Source: an optimization exercise on an open RTL-to-GDS flow (aim: small area, a short achievable clock period and few clock cycles per item). Production flows keep margins and buffers that such runs may drop.
At most, simulation tests tie the RTL to the original design; equivalence was not proved.

## dct8_stream
module dct8_stream #(
    parameter int IN_W        = 8,
    parameter int OUT_W       = 14,
    parameter int LEVEL_SHIFT = 0
) (
    input  logic                    clk,
    input  logic                    rst,
    input  logic                    en,
    input  logic                    in_valid,
    output logic                    in_ready,
    input  logic [IN_W-1:0]         x0,
    input  logic [IN_W-1:0]         x1,
    input  logic [IN_W-1:0]         x2,
    input  logic [IN_W-1:0]         x3,
    input  logic [IN_W-1:0]         x4,
    input  logic [IN_W-1:0]         x5,
    input  logic [IN_W-1:0]         x6,
    input  logic [IN_W-1:0]         x7,
    output logic                    out_valid,
    input  logic                    out_ready,
    output logic signed [OUT_W-1:0] y0,
    output logic signed [OUT_W-1:0] y1,
    output logic signed [OUT_W-1:0] y2,
    output logic signed [OUT_W-1:0] y3,
    output logic signed [OUT_W-1:0] y4,
    output logic signed [OUT_W-1:0] y5,
    output logic signed [OUT_W-1:0] y6,
    output logic signed [OUT_W-1:0] y7
);
    logic sv;             
    logic v2;             
    logic r2, r3;         
    logic acc;
    assign in_ready = ~sv;
    assign acc      = in_valid & ~sv;
    assign r3 = ~out_valid | out_ready;
    assign r2 = ~v2 | r3;
    always_ff @(posedge clk) begin
        if (rst) begin
            sv        <= 1'b0;
            v2        <= 1'b0;
            out_valid <= 1'b0;
        end else if (en) begin
            if (r3) out_valid <= v2;
            if (r2) begin
                v2 <= sv | acc;
                sv <= 1'b0;
            end else if (acc) begin
                sv <= 1'b1;
            end
        end
    end
    logic [7:0] xin [8];
    logic [7:0] sk  [8];
    logic [7:0] xm  [8];
    assign xin[0] = x0;
    assign xin[1] = x1;
    assign xin[2] = x2;
    assign xin[3] = x3;
  ...
Size in the first run: about 2900 cells after synthesis, ~180 I/O pins, roughly 35000 um^2 of cells after synthesis.
Settings: LEC_CHECK=0, CAP_MARGIN=20, CORE_MARGIN=2, CORE_UTILIZATION=50, SLEW_MARGIN=20, SYNTH_HIERARCHICAL=1; clock period 12.0 ns.
standard.sh (not shown) runs the stock make flow with config.mk's settings and CLKGATE_MAP_FILE= SYNTH_SCRIPT=/design/flow/synth_recipe.tcl, a recipe that flattens the netlist after the stock synthesis.
==> flow/flow/run.sh <==
#!/bin/bash
# Standard ORFS layout, with repair_timing aiming below the clock period and
# plain buffers on the ports.
set -euo pipefail
bash standard.sh SETUP_SLACK_MARGIN=7.4 "BUFFER_PORTS_ARGS=-buffer_cell sky130_fd_sc_hd__buf_2" finish > standard_flow.log 2>&1
Rerun with:
--- a/flow/design.v
+++ b/flow/design.v
@@ -1761,22 +1761,22 @@
     dct_fa us15 (.a(ss_r[8]), .b(sc_r[7]), .c(a3_r[8]), .s(s15), .co(c16));
     assign s17 = es_r[1] ^ ec_r[0];
     assign c18 = es_r[1] | ec_r[0];
     dct_fa us19 (.a(es_r[2]), .b(ec_r[1]), .c(~a3_r[2]), .s(s19), .co(c20));
     dct_fa us21 (.a(es_r[3]), .b(ec_r[2]), .c(~a3_r[3]), .s(s21), .co(c22));
     dct_fa us23 (.a(es_r[4]), .b(ec_r[3]), .c(~a3_r[4]), .s(s23), .co(c24));
     dct_fa us25 (.a(es_r[5]), .b(ec_r[4]), .c(~a3_r[5]), .s(s25), .co(c26));
     dct_fa us27 (.a(es_r[6]), .b(ec_r[5]), .c(~a3_r[6]), .s(s27), .co(c28));
     dct_fa us29 (.a(es_r[7]), .b(ec_r[6]), .c(~a3_r[7]), .s(s29), .co(c30));
     dct_fa us31 (.a(es_r[8]), .b(ec_r[7]), .c(~a3_r[8]), .s(s31), .co(c32));
-    dct_sub_cs ud0 (.a(a0_r), .b(a3_r), .y(d0));
-    dct_sub_cs ud1 (.a(a1_r), .b(a2_r), .y(d1));
+    dct_addsub #(.W(9), .SUB(1)) ud0 (.a(a0_r), .b(a3_r), .y(d0));
+    dct_addsub #(.W(9), .SUB(1)) ud1 (.a(a1_r), .b(a2_r), .y(d1));
     dct_fa us33 (.a(~a3_r[0]), .b(a3_r[1]), .c(ss_r[0]), .s(s33), .co(c34));
     dct_fa us35 (.a(sc_r[8]), .b(a3_r[1]), .c(ss_r[0]), .s(s35), .co(c36));
     dct_ha us37 (.a(s1), .b(c16), .s(s37), .co(c38));
     dct_ha us39 (.a(c2), .b(c14), .s(s39), .co(c40));
     dct_fa us41 (.a(ss_r[0]), .b(a3_r[0]), .c(a3_r[1]), .s(s41), .co(c42));
     dct_ha us43 (.a(c10), .b(c6), .s(s43), .co(c44));
     dct_fa us45 (.a(a3_r[1]), .b(c12), .c(c8), .s(s45), .co(c46));
     dct_fa us47 (.a(s1), .b(c4), .c(s5), .s(s47), .co(c48));
     dct_fa us49 (.a(c14), .b(c10), .c(s15), .s(s49), .co(c50));
     dct_fa us51 (.a(c2), .b(c6), .c(s7), .s(s51), .co(c52));
@@ -2817,41 +2817,10 @@
     assign p0[0] = 1'b1;
     assign p1[0] = 1'b1;
     for (genvar j = 1; j < 5; j++) begin : g_p
         assign p0[j] = &u0[j-1:0];
         assign p1[j] = &u1[j-1:0];
     end
     assign ch     = c5 | (cl & (&u0));
     assign y[4:0] = u0 ^ ({5{cl}} & p0);
     assign y[9:5] = u1 ^ ({5{ch}} & p1);
 endmodule
-module dct_sub_cs (
-    input  logic [8:0] a,
-    input  logic [8:0] b,
-    output logic [9:0] y
-);
-    logic [4:0] lo, h0, h1;
-    logic       c5;
-    dct_subl u_lo (.a(a[4:0]), .b(b[4:0]), .y(lo), .co(c5));
-    dct_subh #(.CI(0)) u_h0 (.a(a[8:5]), .b(b[8:5]), .y(h0));
-    dct_subh #(.CI(1)) u_h1 (.a(a[8:5]), .b(b[8:5]), .y(h1));
-    assign y = {c5 ? h1 : h0, lo};
-endmodule
-module dct_subl (
-    input  logic [4:0] a,
-    input  logic [4:0] b,
-    output logic [4:0] y,
-    output logic       co
-);
-    assign {co, y} = {1'b0, a} + {1'b0, ~b} + 6'd1;
-endmodule
-module dct_subh #(
-    parameter int CI = 0
-) (
-    input  logic [3:0] a,
-    input  logic [3:0] b,
-    output logic [4:0] y
-);
-    logic [4:0] t;
-    assign t = {1'b0, a} + {1'b0, ~b} + 5'(CI);
-    assign y = {~t[4], t[3:0]};
-endmodule
Global-route usage went up by 0.56 points.
Clock-buffer cell count rises by 2.
Routed wire length grows by about 2%.
Critical path depth fell by 3.
Worst hold slack improved by 0.0083 ns.
Register-to-register slack is better by 0.09 ns.
Non-clock buffer count decreases by 4.
Cell area went down by about 0.44%.
Via count hardly moves.
Testbench counts after the change, summed over its fixed seeds: cycles 1,040, items 1,024.
No functional check of the RTL was part of the first run of this note.

==> what the ideal ports hide <==
In the flow no input, the clock included, has a driving cell. The finished layouts below were timed again as built, in two steps.
Step 1 assumes that a clkbuf_16 drives the clock port and a buf_2 every other input.
Step 2, shift: input delay + t, output delay - t, t = (earliest + latest rising clock arrival at the registers) / 2. This alone moves slack from input paths to output paths.
a / b / c = no drivers / after step 1 / after step 2; a / b = the first two.
| run | shift t [ns] | setup slack, ns | worst hold slack (ns) | cell pins on the clock port's net |
|---|---|---|---|---|
| the first run | 0.621 | 7.330 / 7.330 / 6.901 | 0.492 / 0.492 / 0.492 | 1 |
| the second run | 0.623 | 7.418 / 7.418 / 6.877 | 0.500 / 0.500 / 0.500 | 1 |
After both steps every run listed still meets setup and hold. The setup slack of the second run, which loses most, moves by 0.000 ns with the drivers and by -0.541 ns with both steps.
